Background: an optimization exercise with open tools, aiming at small area. Do not read the settings as production practice.
Only simulation tests tie the RTL to the original design; equivalence was not proved.
Power is estimated from default activity; no workload was simulated.

// conflict_serializer
module conflict_serializer #(
   parameter int NUM_CORES         = 8,
   parameter int LIST_DEPTH        = 16,
   parameter int ALMOST_FULL_LEVEL = 12
) (
   input  logic                      clk,
   input  logic                      rstn,
   input  logic                      m_valid,
   input  logic [33:0]               m_task,
   input  logic [3:0]                m_slot,
   output logic                      m_ready,
   input  logic [NUM_CORES-1:0]      s_req,
   input  logic [2*NUM_CORES-1:0]    s_req_type,
   output logic [NUM_CORES-1:0]      s_grant,
   output logic [33:0]               s_task,
   output logic [3:0]                s_slot,
   input  logic                      fin_valid,
   input  logic [3:0]                fin_core,
   output logic                      almost_full,
   output logic                      all_cores_idle
);
==> module conflict_serializer, before the edit <==
module conflict_serializer #(
   parameter int NUM_CORES         = 8,
   parameter int LIST_DEPTH        = 16,
   parameter int ALMOST_FULL_LEVEL = 12
) (
   input  logic                      clk,
   input  logic                      rstn,
   input  logic                      m_valid,
   input  logic [33:0]               m_task,
   input  logic [3:0]                m_slot,
   output logic                      m_ready,
   input  logic [NUM_CORES-1:0]      s_req,
   input  logic [2*NUM_CORES-1:0]    s_req_type,
   output logic [NUM_CORES-1:0]      s_grant,
   output logic [33:0]               s_task,
   output logic [3:0]                s_slot,
   input  logic                      fin_valid,
   input  logic [3:0]                fin_core,
   output logic                      almost_full,
   output logic                      all_cores_idle
);
   localparam int LD = LIST_DEPTH;
   localparam int NC = NUM_CORES;
   localparam int EW = 37;
   logic [LD-1:0]         valid_q;
   logic [LD-1:0]         confl_q;
   logic [LD-1:0][EW-1:0] ent_q;
   logic [4:0]            count_q;
   logic [NC-1:0]         gcore_q;
   logic [LD-1:0]         gpos_q;
   logic [NC-1:0]         run_valid_q;
   logic [NC-1:0][14:0]   run_key_q;
   logic [EW-1:0]         enq_ent;
   logic [14:0]           enq_key;
   logic [EW-1:0]         gnt_ent;
   logic                  grant_valid;
   logic                  push;
   logic [LD-1:0]         valid_r;
   logic [LD-1:0]         shift;
   logic [NC-1:0]         fin_sel;
   logic [14:0]           fin_key;
   logic                  fin_key_valid;
   logic [LD-1:0]         list_match;
   logic [NC-1:0]         run_match;
   logic                  new_confl;
   logic [LD-1:0]         clr_vec;
   logic [LD-1:0]         clr_one;
   logic [LD-1:0]         confl_c;
   logic [LD-1:0]         pend;
   logic [3:0][LD-1:0]    type_ready;
   logic [3:0]            type_any;
   logic [NC-1:0]         can_take;
   logic [NC-1:0]         core_one;
   logic                  core_found;
   logic [1:0]            sel_type;
   logic [LD-1:0]         core_ready;
   logic [LD-1:0]         ent_one;
   logic [LD-1:0]         gpos_d;
   assign enq_key = m_task[30:16];
   assign enq_ent = {m_slot, m_task[33:32], m_task[30:0]};
   always_comb begin
      gnt_ent = '0;
      for (int p = 0; p < LD; p++) begin
         gnt_ent = gnt_ent | ({EW{gpos_q[p]}} & ent_q[p]);
      end
   end
   assign grant_valid = |gcore_q;
   assign s_grant     = gcore_q;
   assign s_task      = {gnt_ent[32:31], 1'b0, gnt_ent[30:0]};
   assign s_slot      = gnt_ent[36:33];
   assign m_ready        = m_valid && !count_q[4];
   assign push           = m_valid && !count_q[4];
   assign almost_full    = count_q[4] || (count_q[3] && count_q[2]);
   assign all_cores_idle = (run_valid_q == '0);
   assign valid_r = valid_q & ~gpos_q;
   always_comb begin
      logic all_below;
      all_below = 1'b1;
      for (int p = 0; p < LD; p++) begin
         all_below = all_below && valid_r[p];
         shift[p]  = !all_below;
      end
   end
   always_comb begin
      fin_key = '0;
      for (int i = 0; i < NC; i++) begin
         fin_sel[i] = fin_valid && (fin_core == 4'(i));
         fin_key    = fin_key | ({15{fin_sel[i]}} & run_key_q[i]);
      end
   end
   assign fin_key_valid = |(fin_sel & run_valid_q);
   always_comb begin
      for (int p = 0; p < LD; p++) begin
         list_match[p] = valid_q[p] && (ent_q[p][30:16] == enq_key);
         clr_vec[p]    = fin_key_valid && valid_q[p] && (ent_q[p][30:16] == fin_key);
      end
      for (int i = 0; i < NC; i++) begin
         run_match[i] = run_valid_q[i] && !fin_sel[i] && (run_key_q[i] == enq_key);
      end
   end
   assign new_confl = (list_match != '0) || (run_match != '0);
   assign clr_one = clr_vec & ~(clr_vec - 1'b1);
   assign confl_c = confl_q & ~clr_one;
   always_comb begin
      for (int p = 0; p < LD; p++) begin
         pend[p]          = valid_r[p] && !confl_q[p];
         type_ready[0][p] = pend[p] && (ent_q[p][32:31] == 2'd0);
         type_ready[1][p] = pend[p] && (ent_q[p][32:31] == 2'd1);
         type_ready[2][p] = pend[p] && (ent_q[p][32:31] == 2'd2);
         type_ready[3][p] = pend[p];
      end
      for (int t = 0; t < 4; t++) type_any[t] = |type_ready[t];
      for (int i = 0; i < NC; i++) begin
         can_take[i] = s_req[i] && type_any[s_req_type[2*i +: 2]] && !gcore_q[i];
      end
   end
   assign core_one   = can_take & ~(can_take - 1'b1);
   assign core_found = |can_take;
   always_comb begin
      sel_type = '0;
      for (int i = 0; i < NC; i++) begin
         sel_type = sel_type | ({2{core_one[i]}} & s_req_type[2*i +: 2]);
      end
   end
   assign core_ready = type_ready[sel_type];
   assign ent_one    = core_ready & ~(core_ready - 1'b1);
   always_comb begin
      for (int p = 0; p < LD; p++) begin
         if (p == LD - 1) gpos_d[p] = ent_one[p] && !shift[p];
         else             gpos_d[p] = shift[p] ? ent_one[p+1] : ent_one[p];
      end
   end
   always_ff @(posedge clk) begin
      if (!rstn) begin
         gcore_q <= '0;
         gpos_q  <= '0;
      end else begin
         gcore_q <= core_one;
         gpos_q  <= core_found ? gpos_d : '0;
      end
   end
   always_ff @(posedge clk) begin
      for (int p = 0; p < LD - 1; p++) begin
         if (shift[p]) begin
            ent_q[p]   <= ent_q[p+1];
            confl_q[p] <= confl_c[p+1];
         end else begin
            confl_q[p] <= confl_c[p];
         end
      end
      if (shift[LD-1]) begin
         ent_q[LD-1]   <= enq_ent;
         confl_q[LD-1] <= new_confl;
      end else begin
         confl_q[LD-1] <= confl_c[LD-1];
      end
   end
   always_ff @(posedge clk) begin
      if (!rstn) begin
         valid_q <= '0;
         count_q <= '0;
      end else begin
         for (int p = 0; p < LD - 1; p++) begin
            valid_q[p] <= shift[p] ? valid_r[p+1] : valid_r[p];
         end
         valid_q[LD-1] <= shift[LD-1] ? push : valid_r[LD-1];
         case ({push, grant_valid})
            2'b10:   count_q <= count_q + 1'b1;
            2'b01:   count_q <= count_q - 1'b1;
            default: count_q <= count_q;
         endcase
      end
   end
   always_ff @(posedge clk) begin
      if (!rstn) begin
         run_valid_q <= '0;
      end else begin
         for (int i = 0; i < NC; i++) begin
            if (gcore_q[i])      run_valid_q[i] <= 1'b1;
            else if (fin_sel[i]) run_valid_q[i] <= 1'b0;
         end
      end
   end
   always_ff @(posedge clk) begin
      for (int i = 0; i < NC; i++) begin
         if (gcore_q[i]) run_key_q[i] <= gnt_ent[30:16];
      end
   end
endmodule
Settings: LEC_CHECK=0, CAP_MARGIN=20, CORE_MARGIN=2, CORE_UTILIZATION=60, PLACE_DENSITY=0.75, SLEW_MARGIN=20; clock period 7.0 ns.
standard.sh (not shown) runs the stock make flow with config.mk's settings and CLKGATE_MAP_FILE= SYNTH_SCRIPT=/design/flow/synth_recipe.tcl, a recipe that flattens the netlist after the stock synthesis.
==> flow/flow/run.sh <==
#!/bin/bash
# standard layout; clock tree without dummy loads and with larger sink clusters; small port buffers
bash standard.sh "BUFFER_PORTS_ARGS=-buffer_cell sky130_fd_sc_hd__buf_1" "CTS_ARGS=-sink_clustering_enable -repair_clock_nets -dont_use_dummy_load -sink_clustering_size 16 -sink_clustering_max_diameter 50 -buf_list sky130_fd_sc_hd__clkbuf_8" finish > standard.log 2>&1
Change:
--- a/flow/design.v
+++ b/flow/design.v
@@ -54,12 +54,20 @@
    logic [NC-1:0]         core_one;
    logic                  core_found;
    logic [1:0]            sel_type;
    logic [LD-1:0]         core_ready;
    logic [LD-1:0]         ent_one;
    logic [LD-1:0]         gpos_d;
+   function automatic logic [15:0] lowest16(input logic [15:0] x);
+      lowest16[0] = x[0];
+      for (int i = 1; i < 16; i++) lowest16[i] = x[i] && !(|(x & ((16'd1 << i) - 16'd1)));
+   endfunction
+   function automatic logic [7:0] lowest8(input logic [7:0] x);
+      lowest8[0] = x[0];
+      for (int i = 1; i < 8; i++) lowest8[i] = x[i] && !(|(x & ((8'd1 << i) - 8'd1)));
+   endfunction
    assign enq_key = m_task[30:16];
    assign enq_ent = {m_slot, m_task[33:32], m_task[30:0]};
    always_comb begin
       gnt_ent = '0;
       for (int p = 0; p < LD; p++) begin
          gnt_ent = gnt_ent | ({EW{gpos_q[p]}} & ent_q[p]);
@@ -72,18 +80,13 @@
    assign m_ready        = m_valid && !count_q[4];
    assign push           = m_valid && !count_q[4];
    assign almost_full    = count_q[4] || (count_q[3] && count_q[2]);
    assign all_cores_idle = (run_valid_q == '0);
    assign valid_r = valid_q & ~gpos_q;
    always_comb begin
-      logic all_below;
-      all_below = 1'b1;
-      for (int p = 0; p < LD; p++) begin
-         all_below = all_below && valid_r[p];
-         shift[p]  = !all_below;
-      end
+      for (int p = 0; p < LD; p++) shift[p] = |(~valid_r & ((LD'(2) << p) - LD'(1)));
    end
    always_comb begin
       fin_key = '0;
       for (int i = 0; i < NC; i++) begin
          fin_sel[i] = fin_valid && (fin_core == 4'(i));
          fin_key    = fin_key | ({15{fin_sel[i]}} & run_key_q[i]);
@@ -97,13 +100,13 @@
       end
       for (int i = 0; i < NC; i++) begin
          run_match[i] = run_valid_q[i] && !fin_sel[i] && (run_key_q[i] == enq_key);
       end
    end
    assign new_confl = (list_match != '0) || (run_match != '0);
-   assign clr_one = clr_vec & ~(clr_vec - 1'b1);
+   assign clr_one = lowest16(clr_vec);
    assign confl_c = confl_q & ~clr_one;
    always_comb begin
       for (int p = 0; p < LD; p++) begin
          pend[p]          = valid_r[p] && !confl_q[p];
          type_ready[0][p] = pend[p] && (ent_q[p][32:31] == 2'd0);
          type_ready[1][p] = pend[p] && (ent_q[p][32:31] == 2'd1);
@@ -112,22 +115,22 @@
       end
       for (int t = 0; t < 4; t++) type_any[t] = |type_ready[t];
       for (int i = 0; i < NC; i++) begin
          can_take[i] = s_req[i] && type_any[s_req_type[2*i +: 2]] && !gcore_q[i];
       end
    end
-   assign core_one   = can_take & ~(can_take - 1'b1);
+   assign core_one   = lowest8(can_take);
    assign core_found = |can_take;
    always_comb begin
       sel_type = '0;
       for (int i = 0; i < NC; i++) begin
          sel_type = sel_type | ({2{core_one[i]}} & s_req_type[2*i +: 2]);
       end
    end
    assign core_ready = type_ready[sel_type];
-   assign ent_one    = core_ready & ~(core_ready - 1'b1);
+   assign ent_one    = lowest16(core_ready);
    always_comb begin
       for (int p = 0; p < LD; p++) begin
          if (p == LD - 1) gpos_d[p] = ent_one[p] && !shift[p];
          else             gpos_d[p] = shift[p] ? ent_one[p+1] : ent_one[p];
       end
    end
Effect:
- cell count fell by 0.97%
- power fell by 0.98%
- sequential power is about the same
- critical path depth rose by 2
- wire length rose by 4.9%
- clock power fell by about 4%
- setup slack improves by 0.88 ns
- count of clock-buffer cells in the layout fell by 7
- synthesized area hardly moves

## re-timing with driven ports
How much do the figures lean on ideal ports? The routed layouts below were timed once more, with nothing changed but the port constraints.
Step 1, drivers: a clkbuf_16 drives clk and a buf_2 each remaining input, both assumed.
Step 2 also shifts input and output timing later by t, the mid clock arrival at the registers, as if the neighbouring blocks saw the same clock.
a / b / c = ideal ports / drivers / drivers and shift; a / b = the first two.
| run | t, ns | slack for setup (ns) | hold slack, ns |
|---|---|---|---|
| the first run | 0.734 | 0.617 / 0.617 / 0.607 | 0.437 / 0.437 / 0.437 |
| the second run | 0.754 | 1.498 / 1.498 / 0.785 | 0.402 / 0.402 / 0.402 |
After both steps setup and hold are still met in every run listed. The setup slack of the second run, which loses most, moves by 0.000 ns with the drivers and by -0.713 ns with both steps.
